This design comes from an exercise in tuning for small area and a short achievable clock period on the open sky130 flow, not from production work.
RTL that was checked went through simulation tests only; none was proved equivalent to the original.

==> wip/fjord: inputs <==
==> flow/design.v <==
`default_nettype none
package mips_isa_pkg;
	localparam int OPCODE_W    = 6;
	localparam int REG_FIELD_W = 5;
	localparam int SHAMT_W     = 5;
	localparam int FUNCT_W     = 6;
	localparam int IMM16_W     = 16;
	localparam int IMM26_W     = 26;
	localparam int RS_LSB    = 21;
	localparam int RT_LSB    = 16;
	localparam int RD_LSB    = 11;
	localparam int SHAMT_LSB = 6;
	localparam logic [OPCODE_W-1:0] OP_SPECIAL = 6'h00;
	localparam logic [OPCODE_W-1:0] OP_J       = 6'h02;
	localparam logic [OPCODE_W-1:0] OP_BEQ     = 6'h04;
	localparam logic [OPCODE_W-1:0] OP_BNE     = 6'h05;
	localparam logic [OPCODE_W-1:0] OP_ADDIU   = 6'h09;
	localparam logic [OPCODE_W-1:0] OP_SLTI    = 6'h0a;
	localparam logic [OPCODE_W-1:0] OP_SLTIU   = 6'h0b;
	localparam logic [OPCODE_W-1:0] OP_ANDI    = 6'h0c;
	localparam logic [OPCODE_W-1:0] OP_ORI     = 6'h0d;
	localparam logic [OPCODE_W-1:0] OP_XORI    = 6'h0e;
	localparam logic [OPCODE_W-1:0] OP_LUI     = 6'h0f;
	localparam logic [FUNCT_W-1:0] F_SLL  = 6'h00;
	localparam logic [FUNCT_W-1:0] F_SRL  = 6'h02;
	localparam logic [FUNCT_W-1:0] F_SRA  = 6'h03;
	localparam logic [FUNCT_W-1:0] F_ADDU = 6'h21;
	localparam logic [FUNCT_W-1:0] F_SUBU = 6'h23;
	localparam logic [FUNCT_W-1:0] F_AND  = 6'h24;
	localparam logic [FUNCT_W-1:0] F_OR   = 6'h25;
	localparam logic [FUNCT_W-1:0] F_XOR  = 6'h26;
	localparam logic [FUNCT_W-1:0] F_NOR  = 6'h27;
	localparam logic [FUNCT_W-1:0] F_SLT  = 6'h2a;
	localparam logic [FUNCT_W-1:0] F_SLTU = 6'h2b;
endpackage
`default_nettype wire
`default_nettype none
package core_pkg;
	localparam int XLEN       = 32;
	localparam int REG_ADDR_W = 5;
	localparam int NUM_REGS   = 32;
	localparam logic [REG_ADDR_W-1:0] LINK_REG_ZERO = '0;
	localparam logic [XLEN-1:0]       RESET_PC      = '0;
	localparam logic [3:0] ALU_NOP  = 4'd0;
	localparam logic [3:0] ALU_ADD  = 4'd1;
	localparam logic [3:0] ALU_SUB  = 4'd2;
	localparam logic [3:0] ALU_AND  = 4'd3;
	localparam logic [3:0] ALU_OR   = 4'd4;
	localparam logic [3:0] ALU_XOR  = 4'd5;
	localparam logic [3:0] ALU_NOR  = 4'd6;
	localparam logic [3:0] ALU_SLT  = 4'd7;
	localparam logic [3:0] ALU_SLTU = 4'd8;
	localparam logic [3:0] ALU_SLL  = 4'd9;
	localparam logic [3:0] ALU_SRL  = 4'd10;
	localparam logic [3:0] ALU_SRA  = 4'd11;
	localparam logic [3:0] ALU_LUI  = 4'd12;
endpackage
`default_nettype wire
`default_nettype none
`timescale 1ns/1ps
module mips_core_slice (
	input  wire             clk,
	input  wire             reset_i,
	input  wire             inst_valid_i,
	input  wire [31:0]      inst_i,
	input  wire [31:0]      pc_i,
	output logic            branch_valid_o,
	output logic            branch_taken_o,
	output logic [31:0]     branch_target_o,
	output logic            wb_valid_o,
	output logic [4:0]      wb_addr_o,
	output logic [31:0]     wb_data_o
);
	logic [5:0]  opcode, funct;
	logic [4:0]  rs, rt, rd, shamt;
	logic [15:0] imm16;
	assign opcode = inst_i[31:26];
	assign rs     = inst_i[25:21];
	assign rt     = inst_i[20:16];
	assign rd     = inst_i[15:11];
	assign shamt  = inst_i[10:6];
	assign funct  = inst_i[5:0];
	assign imm16  = inst_i[15:0];
	logic        x_we;           
	logic [4:0]  x_dest;
	logic [31:0] x_a, x_b;
	logic [4:0]  x_sh;
	logic [3:0]  x_lut;          
	logic        x_arith;        
	logic        x_sub;          
	logic        x_slt;          
	logic        x_signed;       
	logic        x_shift;        
	logic        x_left;         
	logic        x_sra;          
	logic        x_br_j;         
	logic        x_br_eq;        
	logic [7:0]  x_ne;           
	logic        e_we;
	logic [4:0]  e_dest;
	logic [31:0] e_data;
	logic [31:1][31:0] regs;
	logic [31:0] bx;
	logic [32:0] sum;
	logic [31:0] carry;
	logic [31:0] lut_res;
	logic [31:0] sh_in, sh_out, sh_res;
	logic [63:0] sh_wide;
	logic        lt;
	logic [31:0] alu_res;
	assign bx    = x_b ^ {32{x_sub}};
	assign sum   = {1'b0, x_a} + {1'b0, bx} + {32'd0, x_sub};
	assign carry = sum[31:0] ^ x_a ^ bx;
	always_comb begin
		for (int i = 0; i < 32; i++)
			lut_res[i] = x_lut[{x_a[i], x_b[i]}];
	end
	assign lt = x_signed ? ((x_a[31] ^ x_b[31]) ? x_a[31] : sum[31]) : ~sum[32];
	always_comb begin
		for (int i = 0; i < 32; i++)
			sh_in[i] = x_left ? x_b[31-i] : x_b[i];
	end
	assign sh_wide = {{32{x_sra & x_b[31]}}, sh_in} >> x_sh;
	always_comb begin
		for (int i = 0; i < 32; i++)
			sh_out[i] = x_left ? sh_wide[31-i] : sh_wide[i];
	end
	assign sh_res = sh_out & {32{x_shift}};
	assign alu_res = (lut_res ^ (carry & {32{x_arith}})) | sh_res |
		{31'd0, x_slt & lt};
	logic [31:0] rs_oh, rt_oh;
	logic [31:0] rf_rs, rf_rt;
	assign rs_oh = 32'd1 << rs;
	assign rt_oh = 32'd1 << rt;
	always_comb begin
		rf_rs = '0;
		rf_rt = '0;
		for (int i = 1; i < 32; i++) begin
			rf_rs = rf_rs | (regs[i] & {32{rs_oh[i]}});
			rf_rt = rf_rt | (regs[i] & {32{rt_oh[i]}});
		end
	end
	logic fwd_rs, fwd_rt;
	assign fwd_rs = x_we && x_dest == rs;
	assign fwd_rt = x_we && x_dest == rt;
	logic        is_special, is_imm_sext, is_imm_zext;
	logic        d_we, d_br, d_arith, d_sub, d_slt, d_signed, d_shift, d_left, d_sra;
	logic [3:0]  d_lut;
	logic [4:0]  d_dest;
	logic [31:0] d_a, d_b, d_tgt;
	localparam logic [3:0] LUT_AND  = 4'b1000;
	localparam logic [3:0] LUT_OR   = 4'b1110;
	localparam logic [3:0] LUT_XOR  = 4'b0110;
	localparam logic [3:0] LUT_XNOR = 4'b1001;
	localparam logic [3:0] LUT_NOR  = 4'b0001;
	localparam logic [3:0] LUT_B    = 4'b1010;
	assign is_special = opcode == 6'h00;
	always_comb begin
		d_we = 1'b0;
		d_lut = 4'b0000;
		d_arith = 1'b0;
		d_sub = 1'b0;
		d_slt = 1'b0;
		d_signed = 1'b0;
		d_shift = 1'b0;
		d_left = 1'b0;
		d_sra = 1'b0;
		is_imm_sext = 1'b0;
		is_imm_zext = 1'b0;
		case (opcode)
			6'h00: begin
				d_we = 1'b1;
				case (funct)
					6'h00: begin d_shift = 1'b1; d_left = 1'b1; end
					6'h02: d_shift = 1'b1;
					6'h03: begin d_shift = 1'b1; d_sra = 1'b1; end
					6'h21: begin d_arith = 1'b1; d_lut = LUT_XOR; end
					6'h23: begin d_arith = 1'b1; d_lut = LUT_XNOR; d_sub = 1'b1; end
					6'h24: d_lut = LUT_AND;
					6'h25: d_lut = LUT_OR;
					6'h26: d_lut = LUT_XOR;
					6'h27: d_lut = LUT_NOR;
					6'h2a: begin d_slt = 1'b1; d_sub = 1'b1; d_signed = 1'b1; end
					6'h2b: begin d_slt = 1'b1; d_sub = 1'b1; end
					default: d_we = 1'b0;
				endcase
			end
			6'h09: begin d_we = 1'b1; is_imm_sext = 1'b1; d_arith = 1'b1; d_lut = LUT_XOR; end
			6'h0a: begin d_we = 1'b1; is_imm_sext = 1'b1; d_slt = 1'b1; d_sub = 1'b1; d_signed = 1'b1; end
			6'h0b: begin d_we = 1'b1; is_imm_sext = 1'b1; d_slt = 1'b1; d_sub = 1'b1; end
			6'h0c: begin d_we = 1'b1; is_imm_zext = 1'b1; d_lut = LUT_AND; end
			6'h0d: begin d_we = 1'b1; is_imm_zext = 1'b1; d_lut = LUT_OR; end
			6'h0e: begin d_we = 1'b1; is_imm_zext = 1'b1; d_lut = LUT_XOR; end
			6'h0f: begin d_we = 1'b1; d_lut = LUT_B; end
			default: ;
		endcase
	end
	assign d_dest = is_special ? rd : rt;
	assign d_br = opcode == 6'h02 || opcode == 6'h04 || opcode == 6'h05;
	assign d_a = fwd_rs ? alu_res : rf_rs;
	always_comb begin
		if (is_imm_sext)
			d_b = {{16{imm16[15]}}, imm16};
		else if (is_imm_zext)
			d_b = {16'd0, imm16};
		else if (opcode == 6'h0f)
			d_b = {imm16, 16'd0};
		else if (fwd_rt)
			d_b = alu_res;
		else
			d_b = rf_rt;
	end
	assign d_tgt = (opcode == 6'h02) ? {pc_i[31:28], inst_i[25:0], 2'b00} :
		pc_i + {{14{imm16[15]}}, imm16, 2'b00};
	always_ff @(posedge clk) begin
		if (reset_i) begin
			x_we <= 1'b0;
			branch_valid_o <= 1'b0;
			e_we <= 1'b0;
			wb_valid_o <= 1'b0;
		end else begin
			x_we <= inst_valid_i & d_we & (d_dest != 5'd0);
			branch_valid_o <= inst_valid_i & d_br;
			e_we <= x_we;
			wb_valid_o <= e_we;
		end
	end
	always_ff @(posedge clk) begin
		x_dest <= d_dest;
		x_a <= d_a;
		x_b <= d_b;
		x_sh <= shamt;
		x_lut <= d_lut;
		x_arith <= d_arith;
		x_sub <= d_sub;
		x_slt <= d_slt;
		x_signed <= d_signed;
		x_shift <= d_shift;
		x_left <= d_left;
		x_sra <= d_sra;
		x_br_j <= opcode == 6'h02;
		x_br_eq <= opcode == 6'h04;
		for (int j = 0; j < 8; j++)
			x_ne[j] <= d_a[4*j +: 4] != d_b[4*j +: 4];
		branch_target_o <= d_tgt;
		e_dest <= x_dest;
		e_data <= alu_res;
		wb_addr_o <= e_dest;
		wb_data_o <= e_data;
	end
	logic [31:0] w_data;
	assign w_data = alu_res & {32{~reset_i}};
	always_ff @(posedge clk) begin
		for (int i = 1; i < 32; i++)
			if (reset_i || (x_we && x_dest == i[4:0]))
				regs[i] <= w_data;
	end
	assign branch_taken_o = x_br_j | (x_br_eq ^ (|x_ne));
endmodule
`default_nettype wire
==> flow/run.sh <==
#!/bin/bash
# synth_recipe.tcl (not shown) runs the flow's synth.tcl, then flattens the netlist and writes it again
# the make line also repeats each setting of config.mk as NAME=value (left out here)
make -C /OpenROAD-flow-scripts/flow DESIGN_CONFIG=/design/flow/config.mk WORK_HOME=/design/flow/orfs CLKGATE_MAP_FILE= SYNTH_SCRIPT=/design/flow/synth_recipe.tcl finish
==> flow/config.mk <==
export PLATFORM = sky130hd
export DESIGN_NAME = mips_core_slice
export DESIGN_NICKNAME = mips_core_slice
export VERILOG_FILES = /design/flow/design.v
export SDC_FILE = /design/flow/constraint.sdc
export NUM_CORES = 4
export LEC_CHECK = 0
export CAP_MARGIN = 20
export CORE_MARGIN = 2
export CORE_UTILIZATION = 30
export SETUP_SLACK_MARGIN = 2.5
export SLEW_MARGIN = 20
export TNS_END_PERCENT = 5
==> flow/constraint.sdc <==
create_clock -name core_clock -period 6.0 [get_ports {clk}]
set_input_delay 1.2000 -clock core_clock [delete_from_list [all_inputs] [get_ports {clk}]]
set_output_delay 1.2000 -clock core_clock [all_outputs]
set_load 0.01 [all_outputs]
==> wip/willow: changes against wip/fjord <==
--- a/flow/design.v
+++ b/flow/design.v
@@ -84,6 +84,8 @@
 	logic        x_we;           
 	logic [4:0]  x_dest;
-	logic [31:0] x_a, x_b;
-	logic [4:0]  x_sh;
+	logic [31:0] x_a;            
+	logic [31:0] x_bx;           
+	logic [4:0]  x_sh;           
+	logic [4:0]  x_rot;          
 	logic [3:0]  x_lut;          
 	logic        x_arith;        
@@ -101,32 +103,52 @@
 	logic [31:0] e_data;
 	logic [31:1][31:0] regs;
-	logic [31:0] bx;
-	logic [32:0] sum;
-	logic [31:0] carry;
+	logic [31:0] p, g;
+	logic [31:0] carry;          
+	logic        cout;
 	logic [31:0] lut_res;
-	logic [31:0] sh_in, sh_out, sh_res;
-	logic [63:0] sh_wide;
+	logic [31:0] sh_res;
 	logic        lt;
 	logic [31:0] alu_res;
-	assign bx    = x_b ^ {32{x_sub}};
-	assign sum   = {1'b0, x_a} + {1'b0, bx} + {32'd0, x_sub};
-	assign carry = sum[31:0] ^ x_a ^ bx;
+	assign p = x_a ^ x_bx;
+	assign g = x_a & x_bx;
+	logic [31:0] pg_g [6];
+	logic [31:0] pg_p [6];
+	always_comb begin
+		pg_g[0] = g;
+		pg_p[0] = p;
+		pg_g[0][0] = g[0] | (p[0] & x_sub);
+		for (int l = 0; l < 5; l++) begin
+			for (int i = 0; i < 32; i++) begin
+				if (i >= (1 << l)) begin
+					pg_g[l+1][i] = pg_g[l][i] | (pg_p[l][i] & pg_g[l][i - (1 << l)]);
+					pg_p[l+1][i] = pg_p[l][i] & pg_p[l][i - (1 << l)];
+				end else begin
+					pg_g[l+1][i] = pg_g[l][i];
+					pg_p[l+1][i] = pg_p[l][i];
+				end
+			end
+		end
+	end
+	assign carry = {pg_g[5][30:0], x_sub};
+	assign cout  = pg_g[5][31];
 	always_comb begin
 		for (int i = 0; i < 32; i++)
-			lut_res[i] = x_lut[{x_a[i], x_b[i]}];
-	end
-	assign lt = x_signed ? ((x_a[31] ^ x_b[31]) ? x_a[31] : sum[31]) : ~sum[32];
+			lut_res[i] = x_lut[{x_a[i], x_bx[i]}];
+	end
+	assign lt = x_signed ? ((x_a[31] ^ x_bx[31]) ? p[31] ^ carry[31] : x_a[31]) : ~cout;
+	logic [63:0] rot_wide;
+	logic [31:0] rot, sh_mask;
+	logic        sh_fill;
+	assign rot_wide = {x_bx, x_bx} >> x_rot;
+	assign rot = rot_wide[31:0];
 	always_comb begin
 		for (int i = 0; i < 32; i++)
-			sh_in[i] = x_left ? x_b[31-i] : x_b[i];
-	end
-	assign sh_wide = {{32{x_sra & x_b[31]}}, sh_in} >> x_sh;
-	always_comb begin
-		for (int i = 0; i < 32; i++)
-			sh_out[i] = x_left ? sh_wide[31-i] : sh_wide[i];
-	end
-	assign sh_res = sh_out & {32{x_shift}};
-	assign alu_res = (lut_res ^ (carry & {32{x_arith}})) | sh_res |
-		{31'd0, x_slt & lt};
+			sh_mask[i] = x_left ? (5'(i) >= x_sh) : ({1'b0, 5'(i)} + {1'b0, x_sh} < 6'd32);
+	end
+	assign sh_fill = x_sra & x_bx[31];
+	assign sh_res = ((rot & sh_mask) | ({32{sh_fill}} & ~sh_mask)) & {32{x_shift}};
+	logic [31:0] res_n;
+	assign res_n = lut_res | sh_res;
+	assign alu_res = (res_n ^ (carry & {32{x_arith}})) | {31'd0, x_slt & lt};
 	logic [31:0] rs_oh, rt_oh;
 	logic [31:0] rf_rs, rf_rt;
@@ -144,5 +166,5 @@
 	assign fwd_rs = x_we && x_dest == rs;
 	assign fwd_rt = x_we && x_dest == rt;
-	logic        is_special, is_imm_sext, is_imm_zext;
+	logic        is_special, is_imm_sext, is_imm_zext, is_lui;
 	logic        d_we, d_br, d_arith, d_sub, d_slt, d_signed, d_shift, d_left, d_sra;
 	logic [3:0]  d_lut;
@@ -152,5 +174,4 @@
 	localparam logic [3:0] LUT_OR   = 4'b1110;
 	localparam logic [3:0] LUT_XOR  = 4'b0110;
-	localparam logic [3:0] LUT_XNOR = 4'b1001;
 	localparam logic [3:0] LUT_NOR  = 4'b0001;
 	localparam logic [3:0] LUT_B    = 4'b1010;
@@ -168,4 +189,5 @@
 		is_imm_sext = 1'b0;
 		is_imm_zext = 1'b0;
+		is_lui = 1'b0;
 		case (opcode)
 			6'h00: begin
@@ -176,5 +198,5 @@
 					6'h03: begin d_shift = 1'b1; d_sra = 1'b1; end
 					6'h21: begin d_arith = 1'b1; d_lut = LUT_XOR; end
-					6'h23: begin d_arith = 1'b1; d_lut = LUT_XNOR; d_sub = 1'b1; end
+					6'h23: begin d_arith = 1'b1; d_lut = LUT_XOR; d_sub = 1'b1; end
 					6'h24: d_lut = LUT_AND;
 					6'h25: d_lut = LUT_OR;
@@ -192,5 +214,5 @@
 			6'h0d: begin d_we = 1'b1; is_imm_zext = 1'b1; d_lut = LUT_OR; end
 			6'h0e: begin d_we = 1'b1; is_imm_zext = 1'b1; d_lut = LUT_XOR; end
-			6'h0f: begin d_we = 1'b1; d_lut = LUT_B; end
+			6'h0f: begin d_we = 1'b1; is_lui = 1'b1; d_lut = LUT_B; end
 			default: ;
 		endcase
@@ -204,5 +226,5 @@
 		else if (is_imm_zext)
 			d_b = {16'd0, imm16};
-		else if (opcode == 6'h0f)
+		else if (is_lui)
 			d_b = {imm16, 16'd0};
 		else if (fwd_rt)
@@ -213,4 +235,28 @@
 	assign d_tgt = (opcode == 6'h02) ? {pc_i[31:28], inst_i[25:0], 2'b00} :
 		pc_i + {{14{imm16[15]}}, imm16, 2'b00};
+	logic [31:0] cmp_v, z1, z0, chk;
+	logic [7:0]  ne_alu, ne_rf, d_ne;
+	assign cmp_v = fwd_rs ? rf_rt : rf_rs;
+	always_comb begin
+		for (int i = 1; i < 32; i++) begin
+			z1[i] = x_arith ? p[i] ^ g[i-1] : res_n[i];
+			z0[i] = x_arith ? p[i] ^ (g[i-1] | p[i-1]) : res_n[i];
+		end
+		z1[0] = x_arith ? p[0] ^ x_sub : res_n[0] | (x_slt & lt);
+		z0[0] = z1[0];
+		chk[0] = ~(cmp_v[0] ^ z1[0]);
+		for (int i = 1; i < 32; i++)
+			chk[i] = ~(cmp_v[i] ^ (cmp_v[i-1] ? z1[i] : z0[i]));
+		for (int j = 0; j < 8; j++) begin
+			ne_alu[j] = ~&chk[4*j +: 4];
+			ne_rf[j] = rf_rs[4*j +: 4] != rf_rt[4*j +: 4];
+		end
+		if (fwd_rs && fwd_rt)
+			d_ne = 8'd0;
+		else if (fwd_rs || fwd_rt)
+			d_ne = ne_alu;
+		else
+			d_ne = ne_rf;
+	end
 	always_ff @(posedge clk) begin
 		if (reset_i) begin
@@ -229,6 +275,7 @@
 		x_dest <= d_dest;
 		x_a <= d_a;
-		x_b <= d_b;
+		x_bx <= d_b ^ {32{d_sub}};
 		x_sh <= shamt;
+		x_rot <= d_left ? 5'd0 - shamt : shamt;
 		x_lut <= d_lut;
 		x_arith <= d_arith;
@@ -241,6 +288,5 @@
 		x_br_j <= opcode == 6'h02;
 		x_br_eq <= opcode == 6'h04;
-		for (int j = 0; j < 8; j++)
-			x_ne[j] <= d_a[4*j +: 4] != d_b[4*j +: 4];
+		x_ne <= d_ne;
 		branch_target_o <= d_tgt;
 		e_dest <= x_dest;
CORE_UTILIZATION = 40   (was 30)
CTS_BUF_LIST = sky130_fd_sc_hd__clkbuf_8   (was default)
CTS_CLUSTER_DIAMETER = 60   (was default)
CTS_CLUSTER_SIZE = 16   (was default)
==> out/qor.txt <==
Worst Path Max Fanout - 16
clk sinks - 1201
largest net degree at the start of global routing - 45
n_taps - 2044
most frequent cells after synthesis - edfxtp_1 (992), a22oi_1 (535), and3_1 (423), nand3_1 (291), nor2_1 (276)
die area - 0.157 mm^2
syn nets - 5384
status - finished clean
Syn Area/Cell - 11.9 um^2
post_cts resized - 364
wire length on met2 - 143000 um
register fraction of the total cell area - 45.3%
That was wip/willow.
==> out/qor.txt <==
status - finished clean
largest net degree at the start of global routing - 53
register fraction of the total cell area - 47.4%
most frequent cells after synthesis - edfxtp_1 (992), a22oi_1 (832), nand2_1 (444), clkbuf_1 (240), nor2_1 (209)
syn nets - 4757
Syn Area/Cell - 12.3 um^2
die area - 0.194 mm^2
clk sinks - 1197
That was wip/fjord.
For wip/fjord, only the layout was checked, not whether the RTL still works.

==> afterwards: timing with drivers on the ports <==
Ports are ideal in the flow. The routed layouts listed here were re-timed in OpenROAD. Step 1: set_driving_cell puts a clkbuf_16 on clk and a buf_2 on each other input, an assumption about the parent block. Step 2, shift: input delay + t, output delay - t, t = (earliest + latest rising clock arrival at the registers) / 2. This alone moves slack from input paths to output paths. a / b / c = ideal ports / drivers / drivers and shift; a / b = the first two.
| run | t, ns | setup slack, ns | worst setup path at the end | slew at the worst register clock pin (ns) | worst data-port slew with drivers (ns) |
|---|---|---|---|---|---|
| wip/fjord | 0.865 | 1.650 / 1.564 / 1.106 | input to register | 0.07 / 0.07 | 0.12 |
| wip/willow | 1.028 | 2.155 / 2.194 / 1.166 | input to register | 0.11 / 0.11 | 0.06 |
After both steps every run listed still meets setup and hold. For wip/willow, which loses most, drivers alone change the setup slack by +0.039 ns; drivers and shift together by -0.989 ns.
